Source: an optimization exercise on an open RTL-to-GDS flow (aim: small area). Production flows keep margins and buffers that such runs may drop. Function was checked by simulation only, so behaviour that the tests miss may differ from the original. Power and IR drop assume default switching activity.

$ cat design/flow/constraint.sdc
create_clock -name core_clock -period 5.0 [get_ports {clk}]
set_input_delay 1.0000 -clock core_clock [delete_from_list [all_inputs] [get_ports {clk}]]
set_output_delay 1.0000 -clock core_clock [all_outputs]
set_load 0.01 [all_outputs]
$ cat design/flow/design.v
module bf_graph_loader #(
  parameter int LANES  = 32,
  parameter int WIDTH  = 32,
  parameter int ADDR_W = 10,
  parameter int ROWS   = 32
) (
  input  logic                   clk,
  input  logic                   rst_global,
  input  logic                   go,
  input  logic                   abort,
  input  logic [WIDTH-1:0]       in_data,
  input  logic                   in_valid,
  output logic                   in_ready,
  output logic [ADDR_W-1:0]      mem_addr,
  output logic [LANES*WIDTH-1:0] mem_wdata,
  output logic                   mem_we,
  output logic                   mem_sel,
  output logic                   start,
  input  logic                   finish,
  output logic                   busy,
  output logic                   done
);
  localparam int LW = (LANES > 1) ? $clog2(LANES) : 1;
  localparam int RW = (ROWS > 1) ? $clog2(ROWS) : 1;
  logic st_load, st_start, st_run, st_done, we_q;
  logic [LW-1:0]          lane_cnt;
  logic [RW-1:0]          row_cnt;
  logic [LANES*WIDTH-1:0] row_q;
  logic busy_c, accept, row_end, last_end, running;
  assign busy_c   = st_load | we_q | st_start | st_run | st_done;
  assign accept   = st_load & in_valid & ~abort;
  assign row_end  = accept & (lane_cnt == LW'(LANES - 1));
  assign last_end = row_end & (row_cnt == RW'(ROWS - 1));
  assign running  = st_start | st_run;
  assign in_ready  = st_load;
  assign mem_we    = we_q;
  assign mem_sel   = st_load | we_q;
  assign start     = st_start;
  assign done      = st_done;
  assign busy      = busy_c;
  assign mem_addr  = ADDR_W'(row_cnt);
  assign mem_wdata = row_q;
  always_ff @(posedge clk or posedge rst_global) begin
    if (rst_global) begin
      st_load  <= 1'b0;
      st_start <= 1'b0;
      st_run   <= 1'b0;
      st_done  <= 1'b0;
      we_q     <= 1'b0;
    end else begin
      st_load  <= (~busy_c & go) | (st_load & ~abort & ~last_end);
      st_start <= we_q & ~st_load;
      st_run   <= running & ~finish;
      st_done  <= running & finish;
      we_q     <= row_end;
    end
  end
  always_ff @(posedge clk) begin
    if (!st_load) lane_cnt <= '0;
    else if (accept) lane_cnt <= lane_cnt + 1'b1;
  end
  always_ff @(posedge clk) begin
    if (!st_load) row_cnt <= '0;
    else if (we_q) row_cnt <= row_cnt + 1'b1;
  end
  logic keep;
  assign keep = st_load & ~we_q;
  for (genvar i = 0; i < LANES - 1; i++) begin : g_lane
    logic sel;
    assign sel = accept & (lane_cnt == LW'(i));
    always_ff @(posedge clk) begin
      row_q[i*WIDTH +: WIDTH] <= (row_q[i*WIDTH +: WIDTH] & {WIDTH{keep}}) | (in_data & {WIDTH{sel}});
    end
  end
  always_ff @(posedge clk) begin
    row_q[LANES*WIDTH-1 -: WIDTH] <= in_data;
  end
endmodule
$ cat design/flow/standard.sh
#!/bin/bash
# synth_recipe.tcl (not shown) runs the flow's synth.tcl, then flattens the netlist and writes it again
# the make line also repeats each setting of config.mk as NAME=value (left out here)
make -C /OpenROAD-flow-scripts/flow DESIGN_CONFIG=/design/flow/config.mk WORK_HOME=/design/flow/orfs CLKGATE_MAP_FILE= SYNTH_SCRIPT=/design/flow/synth_recipe.tcl "${@:-finish}"
$ cat design/flow/flow/run.sh
#!/bin/bash
# Standard ORFS layout (the standard.sh), with two changes:
#  - the per-bit row-lane update is hand-mapped to a22o cells (flow/mapcells.py) before synthesis;
#    the registers are untouched, so synthesis gives them the same names and cells as the standard one;
#  - the port buffers are made of the smallest buffer cell.
set -uo pipefail
python3 flow/mapcells.py design.v > design_mapped.v 2> mapcells.log || exit 1
sed "s#^export VERILOG_FILES = .*#export VERILOG_FILES = $PWD/design_mapped.v#" config.mk > config_mapped.mk
grep -q "design_mapped.v" config_mapped.mk || exit 1
sed "s#DESIGN_CONFIG=[^ ]*#DESIGN_CONFIG=$PWD/config_mapped.mk#" standard.sh > standard_mapped.sh
grep -q "config_mapped.mk" standard_mapped.sh || exit 1
export BUFFER_PORTS_ARGS="-buffer_cell sky130_fd_sc_hd__buf_1"
bash standard_mapped.sh finish > flow_make.log 2>&1
rc=$?
cp -r orfs/logs orfs_logs 2>/dev/null
exit $rc
$ cat design/flow/flow/mapcells.py
#!/usr/bin/env python3
"""Hand-map the per-bit row-lane update of bf_graph_loader to sky130 a22o cells.

Reads the design as the layout reads it (design.v) and writes it back with the lane update
    row_q[i*WIDTH +: WIDTH] <= (row_q[i*WIDTH +: WIDTH] & {WIDTH{keep}}) | (in_data & {WIDTH{sel}});
computed by one sky130_fd_sc_hd__a22o_1 per bit, X = (A1 & A2) | (B1 & B2), the same function.
The registers (row_q) are left as they are, so synthesis names and maps them as it does the RTL.
"""
import re
import sys

src = open(sys.argv[1]).read()
pat = re.compile(
    r"always_ff\s*@\s*\(\s*posedge\s+clk\s*\)\s*begin\s*"
    r"row_q\[i\*WIDTH \+: WIDTH\]\s*<=\s*\(row_q\[i\*WIDTH \+: WIDTH\]\s*&\s*\{WIDTH\{keep\}\}\)\s*\|\s*"
    r"\(in_data\s*&\s*\{WIDTH\{sel\}\}\);\s*end")
new = """logic [WIDTH-1:0] d;
    for (genvar b = 0; b < WIDTH; b++) begin : g_bit
      sky130_fd_sc_hd__a22o_1 u_a22o (.A1(row_q[i*WIDTH+b]), .A2(keep), .B1(in_data[b]), .B2(sel), .X(d[b]));
    end
    always_ff @(posedge clk) begin
      row_q[i*WIDTH +: WIDTH] <= d;
    end"""
out, n = pat.subn(new, src)
if n != 1:
    sys.exit("mapcells.py: lane update not found exactly once (%d)" % n)
sys.stdout.write(out)
$ cat design/flow/config.mk
export PLATFORM = sky130hd
export DESIGN_NAME = bf_graph_loader
export DESIGN_NICKNAME = bf_graph_loader
export VERILOG_FILES = /design/flow/design.v
export SDC_FILE = /design/flow/constraint.sdc
export NUM_CORES = 4
export LEC_CHECK = 0
export CAP_MARGIN = 0
export CORE_AREA = 3 3 597 133
export CTS_BUF_LIST = sky130_fd_sc_hd__clkbuf_16
export CTS_CLUSTER_DIAMETER = 45
export CTS_CLUSTER_SIZE = 24
export DIE_AREA = 0 0 600 136
export PLACE_DENSITY = 0.65
export SLEW_MARGIN = 0
==> metrics.csv, run 1 <==
stage;metric;value;unit
outcome;status;timing/DRC/antenna clean;
worst_setup_path;Arr. time, crit path;2.12;ns
worst_setup_path;Critical Path End Type;output port;
floorplanning;total core area;0.0742;mm²
power_and_ir_drop;post-route total power;13.7;mW
logic_synthesis;biggest area consumer among synthesized cells;dfxtp_1;
logic_synthesis;count of different cell masters after synthesis;29;
sta;period utilisation layout;62.4;%
route;routed wire length;116000;µm
worst_setup_path;Worst setup SP type;register;
logic_synthesis;top cells by count, synth;dfxtp_1, a22o_1, nor2_1;
sta;Worst Skew;0.0356;ns
floorplanning;total die area;0.0816;mm²
cells_and_area;Fill cells;6910;
sta;final hold violations;0;
logic_synthesis;Syn Area/Cell;14.1;µm²
sta;Worst slew margin;15.1;%
logic_synthesis;Mapped Area;0.0301;mm²
floorplanning;Site Rows;46;
logic_synthesis;Syn Inst Count;2137;
worst_setup_path;Crit path required time;4.00;ns
clocking;H-tree depth;2;
global_route;largest net degree at the start of global routing;191;
clocking;CTS tree;built;
logic_synthesis;number of enable flip-flop cells after synthesis;0;
cells_and_area;Area growth, synth to finish;23.8;%
logic_synthesis;Yosys top cell area share;68.7;%
route;Pre-antenna DRT Iters;5;
global_route;first-pass GRT wire length;160000;µm
logic_synthesis;Synth Register Bits;1039;
job;max cap viols;0;
worst_setup_path;crit-path cells;or2_4, or4_4, buf_1;
clocking;TritonCTS Sinks;1039;
worst_setup_path;R2R Setup Slk;2.30;ns
sta;fin crit period;3.12;ns
sta;RSZ-0062 raised after global routing;no;
route;Post-DRT Antenna Nets;0;
route;DRC;0;
sta;Slew @ Worst Pin;1.27;ns
worst_setup_path;CP peak stage delay;0.56;ns
sta;final worst slack;1.88;ns
global_route;initial antenna violation count;5;
clocking;post-CTS setup buffer count;0;
place;pre-CTS setup slack;1.67;ns
floorplanning;I/O Pins;1078;
clocking;TritonCTS buffer count;49;
logic_synthesis;top_reg_cell synth;dfxtp_1;
place;PortBufs;1072;
cells_and_area;share of post-route cells with drive strength above 1;4.94;%
worst_hold_path;Hold WC Path Type;in -> async;
clocking;Clock transition at path regs;0.11;ns
power_and_ir_drop;Peak VDD IR;0.000249;V
logic_synthesis;sequential-to-total area share from yosys stat;69.1;%
clocking;CTS Hold Bufs;0;
sta;setup_tns;0;ns
floorplanning;Initial Util;40.6;%
global_route;vias in the first global route;22000;
worst_setup_path;critical path class;reg -> out;
logic_synthesis;asr flop ratio synth;0.481;%
worst_setup_path;largest fanout on the critical path;9;
cells_and_area;Nets;3340;
logic_synthesis;Syn. warnings;1;
global_route;grt ovf;0;
floorplanning;Die Width;600;µm
logic_synthesis;count leader, synth;dfxtp_1;
power_and_ir_drop;Static Leak;14.1;nW
route;mean routed wirelength per cell;27.0;µm
clocking;CTS root buffer;clkbuf_16;
global_route;gr usage total;26.5;%
sta;Final setup violation count;0;
place;DP Wirelength;78300;µm
route;DRT iter0 DRCs;2286;
route;Vias/cell;5.63;
sta;Max Fclk;321;MHz
floorplanning;Die Span Y;136;µm
clocking;CTS resizes;0;
logic_synthesis;top cells by area, synth;dfxtp_1, a22o_1, nor2_1;
sta;Slew Limit Fails;0;
clocking;CTS Buffer Depth;3;
place;placer congestion estimate;0.820;
worst_setup_path;CP max stage cell;dfrtp_1;
route;Vias;24200;
clocking;clock latency on the worst-skew pair;0.64;ns
power_and_ir_drop;power density over the cells;367;mW/mm²
## state kept, by name, summed over array words and instances (netlist names)
register,flops
lane_cnt,5
row_cnt,5
row_q,1024
st_done,1
st_load,1
st_run,1
st_start,1
we_q,1
## routing by layer
layer | global-route usage [%] | up-vias | routed length [µm]
li1 | - | 10800 | -
met1 | 34.7 | 12400 | 47700
met2 | 46.3 | 829 | 58700
met3 | 2.99 | 192 | 6730
met4 | 7.75 | 0 | 3250
met5 | 0 | - | 0
## path summary, 6_finish.rpt
path                             from         end  depth (start not counted)
setup / recovery                 we_q        busy                          3
hold / removal             rst_global      st_run                          2
setup reg to reg              st_load  row_q[932]                          4
hold reg to reg            row_q[936]  row_q[936]                          1
max in group asynchronous  rst_global     st_load                          2
min in group core_clock    row_q[936]  row_q[936]                          1
## critical path, delay by kind of cell, from the launching register on
| kind | cells | cell delay (ns) |
|---|---|---|
| AND/OR/NAND/NOR | 2 | 0.77 |
| buffers and inverters | 1 | 0.17 |
| flip-flops | 1 | 0.56 |
## where the power goes
part | leakage, nW | switching, mW | internal (mW)
combinational | 5.01 | 0.709 | 0.154
sequential | 8.41 | 0.0263 | 8.32
clock | 0.651 | 2.66 | 1.84
total | 14.1 | 3.40 | 10.3
## final cells by class
class                           count  area [µm²]  share of cell area, %
Tap cell                         1008        1260                   3.38
Timing Repair Buffer             1112        4440                   11.9
Clock inverter                      5        40.0                  0.107
Clock buffer                       51        1280                   3.42
Sequential cell                  1039       20800                   55.8
Inverter                            6        25.0                 0.0671
Antenna cell                        1        2.50                0.00671
Multi-Input combinational cell   1086        9440                   25.3
## layout by cell type (no fill, tap or decap), drive strengths merged, types with 2 or more instances in the layout
cell,Yosys,routed
xor2,2,2
dfrtp,5,5
nand3,4,4
inv,6,9
clkbuf,3,83
nor2b,2,2
nor2,40,40
and3,3,3
ha,8,8
conb,1,5
a22o,992,992
xnor2,2,2
buf,7,1080
or2,2,2
nand2b,2,2
mux2i,4,4
nand2,10,10
nand4,2,2
and2,2,2
dfxtp,1034,1034
## stage by stage
stage	hold slack, ns	std cells	instance area, µm²	utilization [%]
after global placement	0.463	4251	36000	48.5
after CTS	0.386	4307	37300	50.2
after global routing	0.396	4307	37300	50.2
after detailed placement	0.468	4251	36000	48.5
final	0.435	4308	37300	50.3
after floorplan	0.471	2141	30200	-
## cells by family (layout without fill, tap and decap cells)
group	after synthesis	count (layout)	synth area share (%)
flip-flops	1039	1039	69.1
AO/OA/AOI/OAI	995	995	28.9
AND/OR/NAND/NOR	70	70	1.08
buffers and inverters	16	1174	0.291
adder cells (fa/ha/maj)	8	8	0.332
XOR/XNOR	4	4	0.116
multiplexers	4	4	0.133
other	1	6	0.0124
==> run 2, diff against run 1 <==
--- a/design/flow/config.mk
+++ b/design/flow/config.mk
@@ -8,3 +8,3 @@
 export CAP_MARGIN = 0
-export CORE_AREA = 3 3 597 133
+export CORE_AREA = 3 3 677 92
 export CTS_BUF_LIST = sky130_fd_sc_hd__clkbuf_16
@@ -12,4 +12,4 @@
 export CTS_CLUSTER_SIZE = 24
-export DIE_AREA = 0 0 600 136
-export PLACE_DENSITY = 0.65
+export DIE_AREA = 0 0 680 95
+export PLACE_DENSITY = 0.7
 export SLEW_MARGIN = 0
==> metrics.csv, run 2 <==
stage;metric;value;unit;change
outcome;status;timing/DRC/antenna clean;;unchanged
logic_synthesis;Syn Area/Cell;14.1;µm²;unchanged
logic_synthesis;sequential-to-total area share from yosys stat;69.1;%;unchanged
clocking;CTS root buffer;clkbuf_16;;unchanged
cells_and_area;Biggest register;row_q;;unchanged
sta;Slew Limit Fails;0;;unchanged
route;DRC;0;;unchanged
sta;fin crit period;3.20;ns;was 3.12 ns
sta;Worst slew margin;9.76;%;was 15.1%
sta;Slew @ Worst Pin;1.35;ns;was 1.27 ns
logic_synthesis;Yosys top cell area share;68.7;%;unchanged
cells_and_area;number of flip-flops in the largest register;1024;;unchanged
power_and_ir_drop;Peak VDD IR;0.000243;V;was 0.000249 V
logic_synthesis;Mapped Area;0.0301;mm²;unchanged
clocking;CTS tree;built;;unchanged
cells_and_area;Top Registers;row_q (1024), lane_cnt (5), row_cnt (5);;unchanged
global_route;gr usage total;34.7;%;was 26.5%
sta;RSZ-0062 raised after global routing;no;;unchanged
clocking;CTS Hold Bufs;0;;unchanged
cells_and_area;diode count;0;;was 1
route;Vias/cell;6.23;;was 5.63
clocking;Clock transition at path regs;0.10;ns;was 0.11 ns
clocking;post-CTS setup buffer count;0;;unchanged
sta;Final setup violation count;0;;unchanged
floorplanning;Die Span Y;95;µm;was 136 µm
logic_synthesis;count leader, synth;dfxtp_1;;unchanged
logic_synthesis;top_reg_cell synth;dfxtp_1;;unchanged
route;DRT iter0 DRCs;3314;;was 2286
logic_synthesis;asr flop ratio synth;0.481;%;unchanged
logic_synthesis;count of different cell masters after synthesis;29;;unchanged
floorplanning;Die Width;680;µm;was 600 µm
place;placer congestion estimate;0.915;;was 0.820
sta;Max Fclk;312;MHz;was 321 MHz
place;pre-CTS setup slack;1.39;ns;was 1.67 ns
place;DP Wirelength;81300;µm;was 78300 µm
sta;worst hold slack;0.248;ns;was 0.435 ns
clocking;TritonCTS Sinks;1039;;unchanged
place;DP Area;0.0356;mm²;was 0.0360 mm²
global_route;first-pass GRT wire length;167000;µm;was 160000 µm
worst_setup_path;Buf/Inv on CP;1;;unchanged
worst_setup_path;cell family with most CP delay;simple AND/OR/NAND/NOR gates;;unchanged
logic_synthesis;Syn Inst Count;2137;;unchanged
logic_synthesis;top cells by area, synth;dfxtp_1, a22o_1, nor2_1;;unchanged
clocking;clock latency on the worst-skew pair;0.63;ns;was 0.64 ns
floorplanning;Site Rows;31;;was 46
logic_synthesis;number of enable flip-flop cells after synthesis;0;;unchanged
cells_and_area;Nets;3326;;was 3340
worst_setup_path;CP peak stage delay;1.20;ns;was 0.56 ns
route;Vias;25400;;was 24200
cells_and_area;Seq. cell area;0.0208;mm²;unchanged
worst_setup_path;Crit path required time;5.57;ns;was 4.00 ns
cells_and_area;commonest non-fill, non-tap cell in the layout;buf_1;;unchanged
sta;final worst slack;1.80;ns;was 1.88 ns
route;routed wire length;118000;µm;was 116000 µm
clocking;CTS resizes;0;;unchanged
logic_synthesis;top cells by count, synth;dfxtp_1, a22o_1, nor2_1;;unchanged
clocking;CTS Buffer Depth;3;;unchanged
worst_setup_path;Worst setup SP type;input port;;was register
floorplanning;Initial Util;53.1;%;was 40.6%
clocking;TritonCTS buffer count;49;;unchanged
job;max cap viols;0;;unchanged
floorplanning;total core area;0.0568;mm²;was 0.0742 mm²
worst_setup_path;Arr. time, crit path;3.77;ns;was 2.12 ns
cells_and_area;most frequent cells in the layout;buf_1, dfxtp_1, a22o_1, clkbuf_16, clkbuf_2;;was buf_1, dfxtp_1, a22o_1, clkbuf_16, buf_4
cells_and_area;Area growth, synth to finish;22.3;%;was 23.8%
power_and_ir_drop;post-route total power;13.6;mW;was 13.7 mW
clocking;H-tree depth;2;;unchanged
power_and_ir_drop;power density over the cells;370;mW/mm²;was 367 mW/mm²
place;PortBufs;1072;;unchanged
global_route;initial antenna violation count;4;;was 5
cells_and_area;Finished Cell Area;0.0369;mm²;was 0.0373 mm²
worst_setup_path;CP max stage cell;nor2_2;;was dfrtp_1
route;Pre-antenna DRT Iters;5;;unchanged
global_route;vias in the first global route;23200;;was 22000
route;Post-DRT Antenna Nets;0;;unchanged
worst_setup_path;crit-path cells;buf_1, and3b_1, nand3_1, nor2_2, a22o_1;;was or2_4, or4_4, buf_1
logic_synthesis;Syn. warnings;1;;unchanged
sta;period utilisation layout;64.0;%;was 62.4%
cells_and_area;Fill cells;4481;;was 6910
global_route;largest net degree at the start of global routing;230;;was 191
sta;Worst Skew;0.0234;ns;was 0.0356 ns
logic_synthesis;Synth Register Bits;1039;;unchanged
cells_and_area;share of post-route cells with drive strength above 1;4.42;%;was 4.94%
worst_setup_path;critical path class;in -> reg;;was reg -> out
worst_hold_path;Hold WC Path Type;in -> async;;unchanged
route;mean routed wirelength per cell;29.0;µm;was 27.0 µm
logic_synthesis;biggest area consumer among synthesized cells;dfxtp_1;;unchanged
floorplanning;I/O Pins;1078;;unchanged
cells_and_area;area occupied by multi-input gates;0.00942;mm²;was 0.00944 mm²
floorplanning;total die area;0.0646;mm²;was 0.0816 mm²
sta;final hold violations;0;;unchanged
power_and_ir_drop;Static Leak;14.0;nW;was 14.1 nW
worst_setup_path;Critical Path End Type;register;;was output port
worst_setup_path;largest fanout on the critical path;32;;was 9
global_route;grt ovf;0;;unchanged
run 2: cell counts after synthesis:
Identical to the previous run, type by type.
run 2: cell families (layout without fill, tap and decap cells):
logic type | count (synthesis) | in the layout | share of synthesized area (%)
xor+xnor | 4 | 4 | 0.116
buf+inv | 16 | 1156 | 0.291
flops | 1039 | 1039 | 69.1
compound gates | 995 | 995 | 28.9
mux | 4 | 4 | 0.133
simple gates | 70 | 70 | 1.08
other cells | 1 | 5 | 0.0124
fa+ha+maj | 8 | 8 | 0.332
run 2: through the flow:
stage	util, %	instances	TNS, ns
finish	64.9	4073	0
global route	64.9	4073	0
CTS	64.9	4073	0
detailed placement	62.7	4021	0
global placement	62.7	4021	0
floorplan	-	2141	-6658.66
run 2: worst paths after layout:
check	end	start	cells past startpoint	slack (ns)
max	row_q[911]	abort	5	1.80
min	st_start	rst_global	2	0.25
max reg2reg	row_q[911]	st_load	4	1.81
min reg2reg	row_q[316]	row_q[316]	1	0.49
max in group asynchronous	st_load	rst_global	2	4.57
min in group core_clock	row_q[316]	row_q[316]	1	0.49
run 2: worst register-to-register path, delay by kind of cell, from the launching register on:
kind / cells / cell delay [ns]
compound gates: 1 / 0.28
flops: 1 / 0.49
simple gates: 3 / 2.36
run 2: cell type report:
cell class | count | share of cell area [%]
multi-input combinational | 1086 | 25.6
tap | 792 | 2.69
clock buffer | 49 | 3.33
sequential | 1039 | 56.5
timing repair buffer | 1098 | 11.8
inverter | 6 | 0.0679
clock inverter | 3 | 0.0747
run 2: power breakdown:
group	internal (mW)	total [mW]	switching, mW	leakage [nW]
clock	1.77	4.44	2.67	0.624
sequential	8.32	8.35	0.0302	8.41
combinational	0.140	0.843	0.703	4.94
run 2: layer usage:
metal / up-vias / GRT usage [%] / routed length, µm
li1: 10800 / - / -
met1: 13000 / 50.3 / 51600
met2: 1445 / 50.7 / 51200
met3: 173 / 11.0 / 13700
met4: 2 / 5.68 / 1680
met5: - / 0.810 / 72
==> run 3, diff against run 2 <==
--- a/design/flow/config.mk
+++ b/design/flow/config.mk
@@ -8,3 +8,3 @@
 export CAP_MARGIN = 0
-export CORE_AREA = 3 3 677 92
+export CORE_AREA = 3 3 797 69
 export CTS_BUF_LIST = sky130_fd_sc_hd__clkbuf_16
@@ -12,4 +12,4 @@
 export CTS_CLUSTER_SIZE = 24
-export DIE_AREA = 0 0 680 95
-export PLACE_DENSITY = 0.7
+export DIE_AREA = 0 0 800 72
+export PLACE_DENSITY = 0.8
 export SLEW_MARGIN = 0
==> metrics.csv, run 3 <==
stage;metric;value;unit;change
sta;final worst slack;1.89;ns;was 1.80 ns
cells_and_area;Top Registers;row_q (1024), lane_cnt (5), row_cnt (5);;unchanged
cells_and_area;Finished Cell Area;0.0369;mm²;about the same
sta;worst hold slack;0.210;ns;was 0.248 ns
worst_setup_path;CP peak stage delay;0.55;ns;was 1.20 ns
clocking;CTS root buffer;clkbuf_16;;unchanged
global_route;initial antenna violation count;3;;was 4
clocking;CTS Hold Bufs;0;;unchanged
worst_setup_path;largest fanout on the critical path;9;;was 32
floorplanning;total core area;0.0496;mm²;was 0.0568 mm²
sta;Slew Limit Fails;0;;unchanged
place;placed insts;3963;;was 4021
logic_synthesis;Syn. warnings;1;;unchanged
sta;final hold violations;0;;unchanged
sta;Worst slew margin;9.09;%;was 9.76%
clocking;CTS resizes;0;;unchanged
logic_synthesis;Mapped Area;0.0301;mm²;unchanged
cells_and_area;number of flip-flops in the largest register;1024;;unchanged
clocking;clock latency on the worst-skew pair;0.66;ns;was 0.63 ns
route;mean routed wirelength per cell;30.6;µm;was 29.0 µm
clocking;Clock transition at path regs;0.10;ns;about the same
logic_synthesis;top cells by area, synth;dfxtp_1, a22o_1, nor2_1;;unchanged
clocking;H-tree depth;2;;unchanged
cells_and_area;Biggest register;row_q;;unchanged
logic_synthesis;Syn Inst Count;2137;;unchanged
cells_and_area;Finished Layout Cells;4016;;was 4073
worst_setup_path;crit-path cells;or2_4, or4_4, buf_1;;was buf_1, and3b_1, nand3_1, nor2_2, a22o_1
route;routed wire length;123000;µm;was 118000 µm
cells_and_area;Area growth, synth to finish;22.6;%;was 22.3%
place;DP Area;0.0357;mm²;was 0.0356 mm²
floorplanning;Initial Util;60.7;%;was 53.1%
logic_synthesis;number of enable flip-flop cells after synthesis;0;;unchanged
worst_hold_path;Hold WC Path Type;in -> async;;unchanged
route;DRT iter0 DRCs;3813;;was 3314
outcome;status;timing/DRC/antenna clean;;unchanged
sta;Max Fclk;322;MHz;was 312 MHz
worst_setup_path;Critical Path End Type;output port;;was register
sta;RSZ-0062 raised after global routing;no;;unchanged
place;placer congestion estimate;0.968;;was 0.915
route;Pre-antenna DRT Iters;6;;was 5
logic_synthesis;Yosys top cell area share;68.7;%;unchanged
logic_synthesis;top cells by count, synth;dfxtp_1, a22o_1, nor2_1;;unchanged
logic_synthesis;count leader, synth;dfxtp_1;;unchanged
power_and_ir_drop;Peak VDD IR;0.000252;V;was 0.000243 V
sta;fin crit period;3.11;ns;was 3.20 ns
worst_setup_path;Crit path required time;4.00;ns;was 5.57 ns
route;Post-DRT Antenna Nets;0;;unchanged
sta;Final setup violation count;0;;unchanged
clocking;CTS tree;built;;unchanged
sta;setup_tns;0;ns;unchanged
cells_and_area;most frequent cells in the layout;buf_1, dfxtp_1, a22o_1, clkbuf_16, buf_4;;was buf_1, dfxtp_1, a22o_1, clkbuf_16, clkbuf_2
sta;Slew @ Worst Pin;1.36;ns;was 1.35 ns
clocking;post-CTS setup buffer count;0;;unchanged
logic_synthesis;Syn Area/Cell;14.1;µm²;unchanged
worst_setup_path;critical path class;reg -> out;;was in -> reg
cells_and_area;commonest non-fill, non-tap cell in the layout;buf_1;;unchanged
floorplanning;total die area;0.0576;mm²;was 0.0646 mm²
route;Vias/cell;6.55;;was 6.23
place;DP Wirelength;85100;µm;was 81300 µm
logic_synthesis;biggest area consumer among synthesized cells;dfxtp_1;;unchanged
power_and_ir_drop;power density over the cells;374;mW/mm²;was 370 mW/mm²
clocking;CTS Buffer Depth;3;;unchanged
logic_synthesis;Synth Register Bits;1039;;unchanged
power_and_ir_drop;post-route total power;13.8;mW;was 13.6 mW
logic_synthesis;top_reg_cell synth;dfxtp_1;;unchanged
cells_and_area;share of post-route cells with drive strength above 1;5.06;%;was 4.42%
floorplanning;Site Rows;23;;was 31
worst_setup_path;Buf/Inv on CP;1;;unchanged
logic_synthesis;asr flop ratio synth;0.481;%;unchanged
place;PortBufs;1072;;unchanged
global_route;first-pass GRT wire length;174000;µm;was 167000 µm
route;DRC;0;;unchanged
logic_synthesis;count of different cell masters after synthesis;29;;unchanged
floorplanning;Die Width;800;µm;was 680 µm
power_and_ir_drop;Static Leak;14.1;nW;was 14.0 nW
job;max cap viols;0;;unchanged
sta;Worst Skew;0.0341;ns;was 0.0234 ns
worst_setup_path;Worst setup SP type;register;;was input port
cells_and_area;Nets;3348;;was 3326
global_route;gr usage total;41.0;%;was 34.7%
worst_setup_path;CP max stage cell;dfrtp_1;;was nor2_2
route;Vias;26300;;was 25400
sta;period utilisation layout;62.2;%;was 64.0%
place;pre-CTS setup slack;1.52;ns;was 1.39 ns
global_route;largest net degree at the start of global routing;197;;was 230
cells_and_area;Finished Core Util;74.4;%;was 64.9%
worst_setup_path;R2R Setup Slk;1.95;ns;was 1.81 ns
global_route;grt ovf;0;;unchanged
floorplanning;Die Span Y;72;µm;was 95 µm
clocking;TritonCTS Sinks;1039;;unchanged
worst_setup_path;cell family with most CP delay;simple AND/OR/NAND/NOR gates;;unchanged
global_route;vias in the first global route;23600;;was 23200
logic_synthesis;sequential-to-total area share from yosys stat;69.1;%;unchanged
clocking;TritonCTS buffer count;49;;unchanged
worst_setup_path;Arr. time, crit path;2.11;ns;was 3.77 ns
floorplanning;I/O Pins;1078;;unchanged
## run 3: cell counts after synthesis
Identical to the previous run, type by type.
## run 3: report_power, final
part | internal [mW] | switching (mW)
Sequential | 8.32 | 0.0305
Combinational | 0.166 | 0.729
Clock | 1.77 | 2.79
Total | 10.3 | 3.55
## run 3: worst reg2reg max path, delay by kind of cell (launching register included)
kind            cells  cell delay (ns)
simple gates        3             2.21
flops               1             0.48
compound gates      1             0.30
## run 3: cell type report
class / count / area [µm²]
Clock inverter: 3 / 27.5
Inverter: 6 / 25.0
Multi-Input combinational cell: 1086 / 9430
Tap cell: 712 / 891
Timing Repair Buffer: 1120 / 4520
Sequential cell: 1039 / 20800
Fill cell: 3306 / 12700
Clock buffer: 49 / 1230
Antenna cell: 1 / 2.50
## run 3: worst paths after layout
path	to	from	cells after the start
max	busy	we_q	3
min	st_done	rst_global	2
max reg2reg	row_q[591]	st_load	4
min reg2reg	row_q[736]	row_q[736]	1
max in group asynchronous	st_load	rst_global	2
min in group core_clock	row_q[736]	row_q[736]	1
## run 3: layer usage
| layer | wire length, µm | part of all wire (%) | track usage (%) | vias up |
|---|---|---|---|---|
| met5 | 0 | 0 | 0 | - |
| met4 | 1610 | 1.3 | 5.35 | 0 |
| met3 | 20700 | 17 | 21.9 | 197 |
| met2 | 47600 | 39 | 54.4 | 1976 |
| met1 | 53000 | 43 | 59.3 | 13300 |
| li1 | - | - | - | 10800 |
## run 3: cells by family after synthesis
kind of cell | Yosys count | synth area share (%)
DFF | 1039 | 69.1
AOI/OAI and AO/OA | 995 | 28.9
and+or+nand+nor | 70 | 1.08
buffers and inverters | 16 | 0.291
adders and majority gates | 8 | 0.332
xor gates and xnor gates | 4 | 0.116
muxes | 4 | 0.133
other | 1 | 0.0124
==> run 4, diff against run 3 <==
--- a/design/flow/config.mk
+++ b/design/flow/config.mk
@@ -8,3 +8,3 @@
 export CAP_MARGIN = 0
-export CORE_AREA = 3 3 797 69
+export CORE_AREA = 3 3 757 75
 export CTS_BUF_LIST = sky130_fd_sc_hd__clkbuf_16
@@ -12,3 +12,3 @@
 export CTS_CLUSTER_SIZE = 24
-export DIE_AREA = 0 0 800 72
+export DIE_AREA = 0 0 760 78
 export PLACE_DENSITY = 0.8
==> metrics.csv, run 4 <==
stage;metric;value;unit;change
power_and_ir_drop;Peak VDD IR;0.000281;V;was 0.000252 V
logic_synthesis;Synth Register Bits;1039;;unchanged
logic_synthesis;number of enable flip-flop cells after synthesis;0;;unchanged
clocking;TritonCTS buffer count;49;;unchanged
logic_synthesis;top cells by area, synth;dfxtp_1, a22o_1, nor2_1;;unchanged
cells_and_area;number of flip-flops in the largest register;1024;;unchanged
logic_synthesis;biggest area consumer among synthesized cells;dfxtp_1;;unchanged
global_route;vias in the first global route;23400;;was 23600
logic_synthesis;sequential-to-total area share from yosys stat;69.1;%;unchanged
worst_setup_path;Critical Path End Type;output port;;unchanged
job;max cap viols;0;;unchanged
worst_setup_path;Arr. time, crit path;2.15;ns;was 2.11 ns
cells_and_area;Top Registers;row_q (1024), lane_cnt (5), row_cnt (5);;unchanged
global_route;gr usage total;38.1;%;was 41.0%
logic_synthesis;Yosys top cell area share;68.7;%;unchanged
worst_setup_path;Reg2Reg Depth;4;;unchanged
place;placer congestion estimate;0.950;;was 0.968
route;Vias/cell;6.51;;was 6.55
global_route;initial antenna violation count;4;;was 3
sta;final hold violations;0;;unchanged
global_route;largest net degree at the start of global routing;166;;was 197
floorplanning;total die area;0.0593;mm²;was 0.0576 mm²
clocking;post-CTS setup buffer count;0;;unchanged
floorplanning;Die Width;760;µm;was 800 µm
power_and_ir_drop;power density over the cells;375;mW/mm²;was 374 mW/mm²
sta;Final setup violation count;0;;unchanged
worst_setup_path;CP peak stage delay;0.58;ns;was 0.55 ns
power_and_ir_drop;Reg power frac;60.4;%;was 60.5%
cells_and_area;share of post-route cells with drive strength above 1;4.42;%;was 5.06%
power_and_ir_drop;post-route total power;13.8;mW;about the same
logic_synthesis;Mapped Area;0.0301;mm²;unchanged
worst_hold_path;Hold WC Path Type;in -> async;;unchanged
clocking;clock latency on the worst-skew pair;0.67;ns;was 0.66 ns
clocking;CTS tree;built;;unchanged
clocking;Clock transition at path regs;0.10;ns;about the same
worst_setup_path;Worst setup SP type;register;;unchanged
worst_setup_path;Crit path required time;4.00;ns;about the same
worst_setup_path;reg2reg start;st_load;;unchanged
worst_setup_path;cell family with most CP delay;simple AND/OR/NAND/NOR gates;;unchanged
logic_synthesis;asr flop ratio synth;0.481;%;unchanged
cells_and_area;most frequent cells in the layout;buf_1, dfxtp_1, a22o_1, clkbuf_16, clkbuf_2;;was buf_1, dfxtp_1, a22o_1, clkbuf_16, buf_4
logic_synthesis;count of different cell masters after synthesis;29;;unchanged
worst_setup_path;reg2reg end;row_q[748];;was row_q[591]
global_route;grt ovf;0;;unchanged
worst_setup_path;CP max stage cell;dfrtp_1;;unchanged
route;Post-DRT Antenna Nets;0;;unchanged
power_and_ir_drop;Switch Pwr;3.51;mW;was 3.55 mW
sta;Slew @ Worst Pin;1.33;ns;was 1.36 ns
sta;period utilisation layout;63.1;%;was 62.2%
route;DRC;0;;unchanged
clocking;CTS Hold Bufs;0;;unchanged
place;DP Area;0.0355;mm²;was 0.0357 mm²
global_route;first-pass GRT wire length;169000;µm;was 174000 µm
sta;Worst slew margin;10.9;%;was 9.09%
logic_synthesis;top_reg_cell synth;dfxtp_1;;unchanged
route;Vias;26100;;was 26300
cells_and_area;Finished Cell Area;0.0368;mm²;was 0.0369 mm²
logic_synthesis;Syn Inst Count;2137;;unchanged
clocking;TritonCTS Sinks;1039;;unchanged
power_and_ir_drop;internal power;10.3;mW;about the same
cells_and_area;Finished Core Util;71.9;%;was 74.4%
sta;RSZ-0062 raised after global routing;no;;unchanged
place;DP Wirelength;81200;µm;was 85100 µm
clocking;CTS resizes;0;;unchanged
logic_synthesis;count leader, synth;dfxtp_1;;unchanged
clocking;CTS Buffer Depth;3;;unchanged
route;routed wire length;118000;µm;was 123000 µm
sta;fin crit period;3.15;ns;was 3.11 ns
clocking;H-tree depth;2;;unchanged
logic_synthesis;Syn. warnings;1;;unchanged
cells_and_area;Biggest register;row_q;;unchanged
floorplanning;Initial Util;58.8;%;was 60.7%
cells_and_area;Nets;3323;;was 3348
worst_setup_path;R2R Setup Slk;2.03;ns;was 1.95 ns
power_and_ir_drop;Static Leak;14.0;nW;was 14.1 nW
floorplanning;Die Span Y;78;µm;was 72 µm
route;mean routed wirelength per cell;29.4;µm;was 30.6 µm
worst_setup_path;instance count on the critical path;3;;unchanged
logic_synthesis;top cells by count, synth;dfxtp_1, a22o_1, nor2_1;;unchanged
floorplanning;I/O Pins;1078;;unchanged
worst_setup_path;Buf/Inv on CP;1;;unchanged
sta;Worst Skew;0.0220;ns;was 0.0341 ns
cells_and_area;Fill cells;3595;;was 3306
worst_setup_path;largest fanout on the critical path;9;;unchanged
outcome;status;timing/DRC/antenna clean;;unchanged
floorplanning;Site Rows;25;;was 23
place;PortBufs;1072;;unchanged
cells_and_area;Area growth, synth to finish;22.2;%;was 22.6%
cells_and_area;commonest non-fill, non-tap cell in the layout;buf_1;;unchanged
worst_setup_path;critical path class;reg -> out;;unchanged
route;DRT iter0 DRCs;4078;;was 3813
sta;Slew Limit Fails;0;;unchanged
route;Pre-antenna DRT Iters;7;;was 6
power_and_ir_drop;sw frac;25.4;%;was 25.7%
sta;Max Fclk;317;MHz;was 322 MHz
worst_setup_path;crit-path cells;or2_4, or4_4, buf_1;;unchanged
clocking;CTS root buffer;clkbuf_16;;unchanged
floorplanning;total core area;0.0512;mm²;was 0.0496 mm²
power_and_ir_drop;power share of the combinational group;6.1;%;was 6.5%
logic_synthesis;Syn Area/Cell;14.1;µm²;unchanged
power_and_ir_drop;Clock power frac;33.4;%;was 33.0%
[run 4: per-layer routing]
metal	part of all wire [%]	global-route usage (%)	vias to the layer above
li1	-	-	10800
met1	43	56.9	13300
met2	41	53.6	1901
met3	14	14.0	142
met4	0.86	4.13	2
met5	0.13	0	-
[run 4: worst reg2reg max path: cells and delay by family (launching register included)]
kind            cells  cell delay (ns)
simple gates        3             2.19
compound gates      1             0.28
flops               1             0.47
[run 4: final cells by class]
cell class / instances / area [µm²] / area share (%)
clock buffers: 51 / 1280 / 3.47
diodes: 1 / 2.50 / 0.00680
flip-flops and latches: 1039 / 20800 / 56.6
clock inverters: 4 / 36.3 / 0.0986
well taps: 729 / 912 / 2.48
multi-input cells: 1086 / 9430 / 25.6
inverters: 6 / 25.0 / 0.0680
repair buffers: 1095 / 4310 / 11.7
[run 4: metrics by stage]
| step | std cells | worst slack [ns] | TNS [ns] | hold WS, ns |
|---|---|---|---|---|
| 2_1_floorplan | 2141 | -6.71 | -6658.66 | 0.471 |
| 3_3_place_gp | 3955 | 1.59 | 0 | 0.464 |
| 3_5_place_dp | 3955 | 1.51 | 0 | 0.468 |
| 4_1_cts | 4010 | 1.86 | 0 | 0.178 |
| 5_1_grt | 4011 | 1.78 | 0 | 0.172 |
| 6_report | 4011 | 1.85 | 0 | 0.196 |
[run 4: worst max path at each step]
stage	end	from	slack (ns)
after floorplan	row_q[0]	we_q	-6.71
after global placement	row_q[564]	abort	1.59
after detailed placement	row_q[544]	abort	1.51
after CTS	busy	we_q	1.86
after global routing	busy	we_q	1.78
final	busy	we_q	1.85
[run 4: logic make-up (layout without fill, tap and decap cells)]
family	after synthesis	count (layout)	synth area share, %
AND/OR/NAND/NOR	70	70	1.08
adder cells (fa/ha/maj)	8	8	0.332
flip-flops	1039	1039	69.1
XOR/XNOR	4	4	0.116
multiplexers	4	4	0.133
other	1	6	0.0124
buffers and inverters	16	1156	0.291
AO/OA/AOI/OAI	995	995	28.9
[run 4: power by group through the flow]
stage	logic [mW]	registers, mW	clock network [mW]
6_report	0.850	8.35	4.62
5_1_grt	0.878	8.36	4.93
4_1_cts	0.805	8.35	4.56
3_5_place_dp	0.802	8.54	0
3_3_place_gp	0.795	8.53	0
2_1_floorplan	0.371	8.56	0
==> run 5, diff against run 4 <==
--- a/design/flow/config.mk
+++ b/design/flow/config.mk
@@ -8,3 +8,3 @@
 export CAP_MARGIN = 0
-export CORE_AREA = 3 3 757 75
+export CORE_AREA = 3 3 717 81
 export CTS_BUF_LIST = sky130_fd_sc_hd__clkbuf_16
@@ -12,4 +12,4 @@
 export CTS_CLUSTER_SIZE = 24
-export DIE_AREA = 0 0 760 78
-export PLACE_DENSITY = 0.8
+export DIE_AREA = 0 0 720 84
+export PLACE_DENSITY = 0.75
 export SLEW_MARGIN = 0
==> metrics.csv, run 5 <==
stage;metric;value;unit;change
place;DP Wirelength;80600;µm;was 81200 µm
logic_synthesis;count leader, synth;dfxtp_1;;unchanged
sta;final worst slack;1.88;ns;was 1.85 ns
clocking;CTS Hold Bufs;0;;unchanged
clocking;CTS root buffer;clkbuf_16;;unchanged
clocking;H-tree depth;2;;unchanged
clocking;clock latency on the worst-skew pair;0.66;ns;was 0.67 ns
clocking;Clock transition at path regs;0.10;ns;about the same
global_route;vias in the first global route;23300;;was 23400
global_route;Global Route met3 Usage;14.1;%;was 14.0%
route;Vias;25400;;was 26100
outcome;status;timing/DRC/antenna clean;;unchanged
clocking;TritonCTS Sinks;1039;;unchanged
clocking;post-CTS setup buffer count;0;;unchanged
power_and_ir_drop;Static Leak;13.9;nW;was 14.0 nW
cells_and_area;commonest non-fill, non-tap cell in the layout;buf_1;;unchanged
power_and_ir_drop;power density over the cells;372;mW/mm²;was 375 mW/mm²
worst_hold_path;Hold WC Path Type;in -> async;;unchanged
logic_synthesis;Mapped Area;0.0301;mm²;unchanged
route;Pre-antenna DRT Iters;6;;was 7
global_route;grt peak-use layer;met1;;unchanged
job;max cap viols;0;;unchanged
cells_and_area;Area growth, synth to finish;21.7;%;was 22.2%
cells_and_area;share of post-route cells with drive strength above 1;4.10;%;was 4.42%
floorplanning;Initial Util;57.5;%;was 58.8%
worst_setup_path;Critical Path End Type;output port;;unchanged
cells_and_area;most frequent cells in the layout;buf_1, dfxtp_1, a22o_1, clkbuf_16, clkbuf_2;;unchanged
global_route;initial antenna violation count;1;;was 4
route;routed wire length;117000;µm;was 118000 µm
sta;Max Fclk;321;MHz;was 317 MHz
cells_and_area;Seq. cell area;0.0208;mm²;unchanged
place;PortBufs;1072;;unchanged
clocking;TritonCTS buffer count;49;;unchanged
logic_synthesis;asr flop ratio synth;0.481;%;unchanged
worst_setup_path;Crit path required time;4.00;ns;about the same
logic_synthesis;top cells by count, synth;dfxtp_1, a22o_1, nor2_1;;unchanged
cells_and_area;Top Registers;row_q (1024), lane_cnt (5), row_cnt (5);;unchanged
floorplanning;total core area;0.0524;mm²;was 0.0512 mm²
sta;Worst slew margin;8.16;%;was 10.9%
worst_setup_path;critical path class;reg -> out;;unchanged
global_route;largest net degree at the start of global routing;212;;was 166
cells_and_area;Nets;3314;;was 3323
logic_synthesis;sequential-to-total area share from yosys stat;69.1;%;unchanged
worst_setup_path;Arr. time, crit path;2.12;ns;was 2.15 ns
sta;period utilisation layout;62.3;%;was 63.1%
power_and_ir_drop;internal power;10.2;mW;was 10.3 mW
cells_and_area;number of flip-flops in the largest register;1024;;unchanged
global_route;first-pass GRT wire length;169000;µm;about the same
logic_synthesis;count of different cell masters after synthesis;29;;unchanged
logic_synthesis;top cells by area, synth;dfxtp_1, a22o_1, nor2_1;;unchanged
logic_synthesis;Yosys top cell area share;68.7;%;unchanged
global_route;met1 Use GR;54.7;%;was 56.9%
power_and_ir_drop;post-route total power;13.6;mW;was 13.8 mW
cells_and_area;Biggest register;row_q;;unchanged
clocking;CTS resizes;0;;unchanged
sta;Final setup violation count;0;;unchanged
sta;fin crit period;3.12;ns;was 3.15 ns
route;mean routed wirelength per cell;29.1;µm;was 29.4 µm
place;pre-CTS setup slack;1.54;ns;was 1.51 ns
route;Vias/cell;6.34;;was 6.51
logic_synthesis;Synth Register Bits;1039;;unchanged
worst_setup_path;Worst setup SP type;register;;unchanged
worst_setup_path;largest fanout on the critical path;9;;unchanged
power_and_ir_drop;Reg power frac;61.3;%;was 60.4%
clocking;CTS tree;built;;unchanged
global_route;routing usage on met2;51.8;%;was 53.6%
sta;RSZ-0062 raised after global routing;no;;unchanged
cells_and_area;Fill cells;3911;;was 3595
sta;Slew Limit Fails;0;;unchanged
place;placer congestion estimate;0.931;;was 0.950
sta;worst hold slack;0.194;ns;was 0.196 ns
floorplanning;total die area;0.0605;mm²;was 0.0593 mm²
route;DRT iter0 DRCs;3563;;was 4078
clocking;CTS Buffer Depth;3;;unchanged
power_and_ir_drop;sw frac;25.0;%;was 25.4%
logic_synthesis;Syn. warnings;1;;unchanged
power_and_ir_drop;Switch Pwr;3.40;mW;was 3.51 mW
route;Post-DRT Antenna Nets;0;;unchanged
floorplanning;Die Width;720;µm;was 760 µm
worst_setup_path;R2R Setup Slk;1.97;ns;was 2.03 ns
sta;Slew @ Worst Pin;1.38;ns;was 1.33 ns
logic_synthesis;Syn Inst Count;2137;;unchanged
floorplanning;I/O Pins;1078;;unchanged
global_route;grt ovf;0;;unchanged
power_and_ir_drop;power share of the combinational group;6.0;%;was 6.1%
logic_synthesis;Syn Area/Cell;14.1;µm²;unchanged
sta;final hold violations;0;;unchanged
power_and_ir_drop;Clock power frac;32.8;%;was 33.4%
logic_synthesis;number of enable flip-flop cells after synthesis;0;;unchanged
power_and_ir_drop;Peak VDD IR;0.000242;V;was 0.000281 V
logic_synthesis;biggest area consumer among synthesized cells;dfxtp_1;;unchanged
floorplanning;Die Span Y;84;µm;was 78 µm
floorplanning;Site Rows;27;;was 25
sta;Worst Skew;0.0326;ns;was 0.0220 ns
global_route;gr usage total;37.0;%;was 38.1%
logic_synthesis;top_reg_cell synth;dfxtp_1;;unchanged
cells_and_area;area occupied by multi-input gates;0.00943;mm²;about the same
route;DRC;0;;unchanged
## run 5: worst max-delay path, stage by stage (launching register included)
cell and delay (ns):
dfrtp_1 0.55, or2_4 0.32, or4_4 0.43, buf_1 0.15
## run 5: metrics by stage
stage	setup TNS [ns]	instances	utilization [%]	instance area, µm²
2_1_floorplan	-6658.66	2141	-	30200
3_3_place_gp	0	3956	67.6	35400
3_5_place_dp	0	3956	67.6	35400
4_1_cts	0	4008	70.0	36700
5_1_grt	0	4008	70.0	36700
6_report	0	4009	70.0	36700
## run 5: final timing paths
check | start | endpoint | cells after the start
max reg2reg | st_load | row_q[911] | 4
max in group asynchronous | rst_global | st_load | 2
max | we_q | busy | 3
min reg2reg | row_q[157] | row_q[157] | 1
min in group core_clock | row_q[157] | row_q[157] | 1
min | rst_global | st_load | 2
## run 5: kinds of logic (layout without fill, tap and decap cells)
logic type	Yosys count	in the layout	share of synthesized area [%]
DFF	1039	1039	69.1
buffers and inverters	16	1144	0.291
other	1	6	0.0124
xor gates and xnor gates	4	4	0.116
AOI/OAI and AO/OA	995	995	28.9
and+or+nand+nor	70	70	1.08
adders and majority gates	8	8	0.332
muxes	4	4	0.133
## run 5: metal layers
metal	share of wire [%]	wire length [µm]	vias up
met4	1.2	1390	0
met2	41	48400	1536
li1	-	-	10800
met1	44	51300	13000
met5	0	0	-
met3	13	15700	151
## run 5: area by class of cell
| type | count | area share, % |
|---|---|---|
| antenna | 1 | 0.00682 |
| clock buffer | 49 | 3.34 |
| clock inverter | 3 | 0.0750 |
| inverter | 6 | 0.0682 |
| multi-input combinational | 1086 | 25.7 |
| sequential | 1039 | 56.8 |
| tap | 739 | 2.52 |
| timing repair buffer | 1086 | 11.5 |
## run 5: power groups by stage
stage,Sequential [mW],Clock (mW),Combinational [mW]
4_1_cts,8.35,4.44,0.777
3_3_place_gp,8.53,0,0.770
2_1_floorplan,8.56,0,0.371
5_1_grt,8.36,4.79,0.847
3_5_place_dp,8.54,0,0.776
6_report,8.35,4.46,0.816
==> run 6, diff against run 5 <==
--- a/design/flow/config.mk
+++ b/design/flow/config.mk
@@ -10,6 +10,6 @@
 export CTS_BUF_LIST = sky130_fd_sc_hd__clkbuf_16
-export CTS_CLUSTER_DIAMETER = 45
-export CTS_CLUSTER_SIZE = 24
+export CTS_CLUSTER_DIAMETER = 40
+export CTS_CLUSTER_SIZE = 28
 export DIE_AREA = 0 0 720 84
-export PLACE_DENSITY = 0.75
+export PLACE_DENSITY = 0.85
 export SLEW_MARGIN = 0
==> metrics.csv, run 6 <==
stage;metric;value;unit;change
cells_and_area;Area growth, synth to finish;21.8;%;was 21.7%
power_and_ir_drop;Static Leak;13.9;nW;about the same
sta;Worst slew margin;7.07;%;was 8.16%
place;DP Area;0.0355;mm²;was 0.0354 mm²
logic_synthesis;number of enable flip-flop cells after synthesis;0;;unchanged
cells_and_area;Finished Core Util;70.1;%;was 70.0%
global_route;initial antenna violation count;1;;unchanged
outcome;status;timing/DRC/antenna clean;;unchanged
floorplanning;Die Width;720;µm;unchanged
clocking;CTS resizes;0;;unchanged
place;PortBufs;1072;;unchanged
cells_and_area;commonest non-fill, non-tap cell in the layout;buf_1;;unchanged
logic_synthesis;count of different cell masters after synthesis;29;;unchanged
place;DP Wirelength;79000;µm;was 80600 µm
cells_and_area;Finished Cell Area;0.0367;mm²;about the same
sta;period utilisation layout;61.9;%;was 62.3%
cells_and_area;Nets;3323;;was 3314
clocking;post-CTS setup buffer count;0;;unchanged
logic_synthesis;count leader, synth;dfxtp_1;;unchanged
clocking;CTS Buffer Depth;3;;unchanged
route;Post-DRT Antenna Nets;0;;unchanged
logic_synthesis;top cells by area, synth;dfxtp_1, a22o_1, nor2_1;;unchanged
power_and_ir_drop;power density over the cells;366;mW/mm²;was 372 mW/mm²
sta;Final setup violation count;0;;unchanged
worst_setup_path;CP peak stage delay;0.53;ns;was 0.55 ns
sta;RSZ-0062 raised after global routing;no;;unchanged
route;DRT iter0 DRCs;4253;;was 3563
clocking;Clock transition at path regs;0.11;ns;was 0.10 ns
cells_and_area;Biggest register;row_q;;unchanged
cells_and_area;Top Registers;row_q (1024), lane_cnt (5), row_cnt (5);;unchanged
worst_setup_path;largest fanout on the critical path;9;;unchanged
sta;Max Fclk;323;MHz;was 321 MHz
job;max cap viols;0;;unchanged
route;DRC;0;;unchanged
logic_synthesis;Mapped Area;0.0301;mm²;unchanged
power_and_ir_drop;Peak VDD IR;0.000243;V;was 0.000242 V
logic_synthesis;biggest area consumer among synthesized cells;dfxtp_1;;unchanged
logic_synthesis;sequential-to-total area share from yosys stat;69.1;%;unchanged
global_route;vias in the first global route;24100;;was 23300
sta;Slew @ Worst Pin;1.39;ns;was 1.38 ns
worst_setup_path;Crit path required time;4.00;ns;about the same
global_route;first-pass GRT wire length;168000;µm;was 169000 µm
worst_setup_path;CP max stage cell;dfrtp_1;;unchanged
worst_hold_path;Hold WC Path Type;in -> async;;unchanged
power_and_ir_drop;post-route total power;13.5;mW;was 13.6 mW
worst_setup_path;cell family with most CP delay;simple AND/OR/NAND/NOR gates;;unchanged
cells_and_area;most frequent cells in the layout;buf_1, dfxtp_1, a22o_1, clkbuf_16, clkbuf_2;;unchanged
sta;final hold violations;0;;unchanged
clocking;TritonCTS buffer count;43;;was 49
clocking;clock latency on the worst-skew pair;0.64;ns;was 0.66 ns
cells_and_area;diode count;0;;was 1
route;Vias/cell;6.51;;was 6.34
worst_setup_path;Buf/Inv on CP;1;;unchanged
logic_synthesis;Syn Area/Cell;14.1;µm²;unchanged
floorplanning;Die Span Y;84;µm;unchanged
worst_setup_path;critical path class;reg -> out;;unchanged
global_route;largest net degree at the start of global routing;178;;was 212
worst_setup_path;Arr. time, crit path;2.09;ns;was 2.12 ns
floorplanning;total die area;0.0605;mm²;unchanged
floorplanning;Site Rows;27;;unchanged
clocking;TritonCTS Sinks;1039;;unchanged
logic_synthesis;asr flop ratio synth;0.481;%;unchanged
logic_synthesis;Synth Register Bits;1039;;unchanged
logic_synthesis;top_reg_cell synth;dfxtp_1;;unchanged
logic_synthesis;Syn. warnings;1;;unchanged
global_route;gr usage total;36.1;%;was 37.0%
cells_and_area;share of post-route cells with drive strength above 1;4.42;%;was 4.10%
route;routed wire length;115000;µm;was 117000 µm
sta;Slew Limit Fails;0;;unchanged
floorplanning;I/O Pins;1078;;unchanged
clocking;CTS root buffer;clkbuf_16;;unchanged
floorplanning;total core area;0.0524;mm²;unchanged
logic_synthesis;top cells by count, synth;dfxtp_1, a22o_1, nor2_1;;unchanged
cells_and_area;number of flip-flops in the largest register;1024;;unchanged
global_route;grt ovf;0;;unchanged
sta;fin crit period;3.09;ns;was 3.12 ns
sta;Worst Skew;0.0450;ns;was 0.0326 ns
cells_and_area;Fill cells;3602;;was 3911
logic_synthesis;Yosys top cell area share;68.7;%;unchanged
floorplanning;Initial Util;57.5;%;unchanged
worst_setup_path;crit-path cells;or2_4, or4_4, buf_1;;unchanged
worst_setup_path;Critical Path End Type;output port;;unchanged
place;placer congestion estimate;0.972;;was 0.931
clocking;CTS tree;built;;unchanged
worst_setup_path;Worst setup SP type;register;;unchanged
route;Pre-antenna DRT Iters;6;;unchanged
clocking;H-tree depth;2;;unchanged
route;mean routed wirelength per cell;28.6;µm;was 29.1 µm
logic_synthesis;Syn Inst Count;2137;;unchanged
clocking;CTS Hold Bufs;0;;unchanged
route;Vias;26200;;was 25400
-- run 6: layout make-up --
| cell class | count | area (µm²) | share of cell area [%] |
|---|---|---|---|
| clock buffers | 45 | 1130 | 3.07 |
| clock inverters | 3 | 37.5 | 0.102 |
| inverters | 6 | 25.0 | 0.0682 |
| multi-input cells | 1086 | 9420 | 25.6 |
| flip-flops and latches | 1039 | 20800 | 56.7 |
| well taps | 739 | 925 | 2.52 |
| repair buffers | 1101 | 4360 | 11.9 |
-- run 6: cell families (layout without fill, tap and decap cells) --
group | Yosys count | after routing | synth area share [%]
buffers and inverters | 16 | 1155 | 0.291
and+or+nand+nor | 70 | 70 | 1.08
xor gates and xnor gates | 4 | 4 | 0.116
AOI/OAI and AO/OA | 995 | 995 | 28.9
adders and majority gates | 8 | 8 | 0.332
muxes | 4 | 4 | 0.133
other | 1 | 5 | 0.0124
DFF | 1039 | 1039 | 69.1
-- run 6: metrics by stage --
step	cells	TNS, ns	hold WS [ns]	worst slack (ns)
after detailed placement	3971	0	0.468	1.55
final	4019	0	0.204	1.91
after CTS	4019	0	0.196	1.91
after floorplan	2141	-6658.66	0.471	-6.71
after global routing	4019	0	0.197	1.84
after global placement	3971	0	0.463	1.64
-- run 6: worst paths after layout --
path	slack [ns]	depth (start not counted)	startpoint	to
max reg2reg	2.03	4	st_load	row_q[567]
min reg2reg	0.49	1	row_q[249]	row_q[249]
max in group asynchronous	4.61	2	rst_global	st_load
max	1.91	3	we_q	busy
min	0.20	2	rst_global	we_q
min in group core_clock	0.49	1	row_q[249]	row_q[249]
-- run 6: power breakdown --
| part | switching (mW) | internal (mW) | leakage (nW) |
|---|---|---|---|
| Combinational | 0.681 | 0.158 | 4.96 |
| Sequential | 0.0310 | 8.32 | 8.41 |
| Clock | 2.62 | 1.64 | 0.577 |
| Total | 3.33 | 10.1 | 13.9 |
-- run 6: metal layers --
layer	vias to the layer above	GRT usage (%)	share of wire, %
met2	1968	53.7	43
met4	0	7.83	2.5
li1	10800	-	-
met1	13100	50.7	41
met5	-	0	0
met3	274	12.1	14
-- run 6: worst register-to-register path, cell delays in order, from the launching register on --
cell and delay [ns]:
dfrtp_2 0.49, and3b_1 0.46, nand3_1 0.48, nor2_2 1.17, a22o_1 0.28
==> run 7, diff against run 6 <==
--- a/design/flow/config.mk
+++ b/design/flow/config.mk
@@ -11,5 +11,5 @@
 export CTS_CLUSTER_DIAMETER = 40
-export CTS_CLUSTER_SIZE = 28
+export CTS_CLUSTER_SIZE = 30
 export DIE_AREA = 0 0 720 84
-export PLACE_DENSITY = 0.85
+export PLACE_DENSITY = 0.8
 export SLEW_MARGIN = 0
==> metrics.csv, run 7 <==
stage;metric;value;unit;change
outcome;status;timing/DRC/antenna clean;;unchanged
sta;Slew Limit Fails;0;;unchanged
clocking;TritonCTS buffer count;40;;was 43
global_route;largest net degree at the start of global routing;202;;was 178
cells_and_area;share of post-route cells with drive strength above 1;4.07;%;was 4.42%
global_route;initial antenna violation count;3;;was 1
sta;Slew @ Worst Pin;1.38;ns;was 1.39 ns
global_route;gr usage total;36.6;%;was 36.1%
logic_synthesis;Mapped Area;0.0301;mm²;unchanged
cells_and_area;Area growth, synth to finish;21.2;%;was 21.8%
clocking;post-CTS setup buffer count;0;;unchanged
floorplanning;I/O Pins;1078;;unchanged
clocking;CTS Buffer Depth;3;;unchanged
floorplanning;Site Rows;27;;unchanged
sta;Final setup violation count;0;;unchanged
cells_and_area;Top Registers;row_q (1024), lane_cnt (5), row_cnt (5);;unchanged
logic_synthesis;number of enable flip-flop cells after synthesis;0;;unchanged
power_and_ir_drop;Static Leak;13.9;nW;about the same
sta;worst hold slack;0.227;ns;was 0.204 ns
logic_synthesis;count leader, synth;dfxtp_1;;unchanged
power_and_ir_drop;Peak VDD IR;0.000338;V;was 0.000243 V
clocking;CTS resizes;0;;unchanged
logic_synthesis;count of different cell masters after synthesis;29;;unchanged
clocking;CTS Hold Bufs;0;;unchanged
job;max cap viols;0;;unchanged
route;DRC;0;;unchanged
worst_setup_path;Arr. time, crit path;2.13;ns;was 2.09 ns
global_route;grt ovf;0;;unchanged
route;Met2 Wirelength;49400;µm;was 49300 µm
sta;Worst Skew;0.0221;ns;was 0.0450 ns
global_route;vias in the first global route;23500;;was 24100
route;mean routed wirelength per cell;29.0;µm;was 28.6 µm
floorplanning;total core area;0.0524;mm²;unchanged
sta;setup_tns;0;ns;unchanged
sta;final hold violations;0;;unchanged
logic_synthesis;Synth Register Bits;1039;;unchanged
worst_setup_path;critical path class;reg -> out;;unchanged
sta;period utilisation layout;62.6;%;was 61.9%
logic_synthesis;Syn. warnings;1;;unchanged
route;DRT iter0 DRCs;4120;;was 4253
route;Post-Route M1 WL;49900;µm;was 46700 µm
global_route;first-pass GRT wire length;169000;µm;was 168000 µm
floorplanning;total die area;0.0605;mm²;unchanged
logic_synthesis;top cells by count, synth;dfxtp_1, a22o_1, nor2_1;;unchanged
worst_setup_path;Critical Path End Type;output port;;unchanged
sta;Worst slew margin;7.82;%;was 7.07%
clocking;H-tree depth;2;;unchanged
cells_and_area;Finished Core Util;69.7;%;was 70.1%
sta;fin crit period;3.13;ns;was 3.09 ns
route;top layer in use;met4;;unchanged
worst_setup_path;largest fanout on the critical path;9;;unchanged
sta;Max Fclk;320;MHz;was 323 MHz
clocking;Clock transition at path regs;0.12;ns;was 0.11 ns
place;placed insts;3961;;was 3971
cells_and_area;Fill cells;3767;;was 3602
cells_and_area;Finished Layout Cells;4010;;was 4019
sta;RSZ-0062 raised after global routing;no;;unchanged
route;Vias;26200;;about the same
logic_synthesis;sequential-to-total area share from yosys stat;69.1;%;unchanged
cells_and_area;most frequent cells in the layout;buf_1, dfxtp_1, a22o_1, clkbuf_16, clkbuf_2;;unchanged
power_and_ir_drop;post-route total power;13.3;mW;was 13.5 mW
route;routed wire length;116000;µm;was 115000 µm
floorplanning;Die Width;720;µm;unchanged
cells_and_area;Nets;3310;;was 3323
clocking;TritonCTS Sinks;1039;;unchanged
clocking;CTS root buffer;clkbuf_16;;unchanged
worst_setup_path;Worst setup SP type;register;;unchanged
logic_synthesis;biggest area consumer among synthesized cells;dfxtp_1;;unchanged
logic_synthesis;top_reg_cell synth;dfxtp_1;;unchanged
worst_setup_path;Crit path required time;4.00;ns;about the same
place;DP Wirelength;80400;µm;was 79000 µm
route;Post-DRT Antenna Nets;0;;unchanged
cells_and_area;number of flip-flops in the largest register;1024;;unchanged
place;PortBufs;1072;;unchanged
route;Vias/cell;6.54;;was 6.51
logic_synthesis;Syn Inst Count;2137;;unchanged
place;placer congestion estimate;0.953;;was 0.972
clocking;CTS tree;built;;unchanged
floorplanning;Die Span Y;84;µm;unchanged
power_and_ir_drop;power density over the cells;364;mW/mm²;was 366 mW/mm²
cells_and_area;Seq. cell area;0.0208;mm²;unchanged
floorplanning;Initial Util;57.5;%;unchanged
cells_and_area;commonest non-fill, non-tap cell in the layout;buf_1;;unchanged
route;Pre-antenna DRT Iters;6;;unchanged
clocking;clock latency on the worst-skew pair;0.64;ns;about the same
logic_synthesis;top cells by area, synth;dfxtp_1, a22o_1, nor2_1;;unchanged
cells_and_area;area occupied by multi-input gates;0.00942;mm²;unchanged
worst_hold_path;Hold WC Path Type;in -> async;;unchanged
route;met3 WL;15500;µm;was 16100 µm
logic_synthesis;Yosys top cell area share;68.7;%;unchanged
logic_synthesis;Syn Area/Cell;14.1;µm²;unchanged
logic_synthesis;asr flop ratio synth;0.481;%;unchanged
cells_and_area;Biggest register;row_q;;unchanged
## run 7: cell counts after synthesis
Identical to the previous run, type by type.
## run 7: path summary, 6_finish.rpt
check | start | end | slack [ns] | cells after the start
max in group asynchronous | rst_global | st_load | 4.58 | 2
hold reg to reg | row_q[148] | row_q[148] | 0.49 | 1
setup reg to reg | st_load | row_q[935] | 1.99 | 4
setup / recovery | we_q | busy | 1.87 | 3
min in group core_clock | row_q[148] | row_q[148] | 0.49 | 1
hold / removal | rst_global | st_start | 0.23 | 2
## run 7: kinds of logic after synthesis
| kind of cell | Yosys count | share of synthesized area, % |
|---|---|---|
| flops | 1039 | 69.1 |
| buf+inv | 16 | 0.291 |
| compound gates | 995 | 28.9 |
| mux | 4 | 0.133 |
| other cells | 1 | 0.0124 |
| simple gates | 70 | 1.08 |
| xor+xnor | 4 | 0.116 |
| fa+ha+maj | 8 | 0.332 |
## run 7: area by class of cell
cell class                 count  share of cell area [%]
timing repair buffer        1091                    11.7
tap                          739                    2.53
multi-input combinational   1086                    25.8
sequential                  1039                    57.0
inverter                       6                  0.0685
clock inverter                 7                   0.134
clock buffer                  41                    2.81
antenna                        1                 0.00685
## run 7: critical path: stages, from the launching register on
cell	delay, ns
dfrtp_1	0.56
or2_4	0.33
or4_4	0.44
buf_1	0.15
## run 7: metrics by stage
step / setup WS, ns / instance area [µm²]
after floorplan: -6.71 / 30200
after global placement: 1.60 / 35500
after detailed placement: 1.46 / 35500
after CTS: 1.87 / 36500
after global routing: 1.84 / 36500
final: 1.87 / 36500
## run 7: metal layers
metal | track usage [%] | vias up
met5 | 0 | -
met4 | 5.89 | 0
met3 | 11.1 | 173
met2 | 52.7 | 1907
met1 | 54.3 | 13400
li1 | - | 10700
## run 7: where the power goes
part | switching, mW | internal [mW]
logic | 0.688 | 0.142
registers | 0.0308 | 8.32
clock network | 2.62 | 1.51
total | 3.33 | 9.97

[afterwards: timing with drivers on the ports]
In the flow no input, the clock included, has a driving cell. The finished layouts below were timed again as built, in two steps. Step 1 assumes that a clkbuf_16 drives the clock port and a buf_2 every other input. Step 2 adds t to the input delays and takes it off the output delays; t is the mean of the earliest and latest rising clock arrival at the registers after step 1. Input paths then give back, and output paths get back, about the clock's delay inside the block. a / b / c = ideal ports / drivers / drivers and shift; a / b = the first two.
| run | t (ns) | setup WS [ns] | latest minus earliest clock arrival (ns) | worst register clock-pin slew, ns | worst data-port slew with drivers (ns) |
|---|---|---|---|---|---|
| run 1 | 0.663 | 1.882 / 1.840 / 1.568 | 0.036 / 0.035 | 0.11 / 0.11 | 0.08 |
| run 2 | 0.689 | 1.800 / 1.786 / 1.143 | 0.024 / 0.025 | 0.11 / 0.11 | 0.05 |
| run 3 | 0.724 | 1.892 / 1.815 / 1.265 | 0.038 / 0.037 | 0.11 / 0.11 | 0.04 |
| run 4 | 0.734 | 1.847 / 1.762 / 1.340 | 0.033 / 0.033 | 0.11 / 0.11 | 0.05 |
| run 5 | 0.732 | 1.884 / 1.798 / 1.299 | 0.038 / 0.038 | 0.11 / 0.11 | 0.04 |
| run 6 | 0.686 | 1.907 / 1.841 / 1.381 | 0.046 / 0.046 | 0.12 / 0.12 | 0.04 |
| run 7 | 0.726 | 1.871 / 1.785 / 1.308 | 0.035 / 0.035 | 0.12 / 0.12 | 0.05 |
After both steps setup and hold are still met in every run listed. For run 2, which loses most, drivers alone change the setup slack by -0.014 ns; drivers and shift together by -0.657 ns.
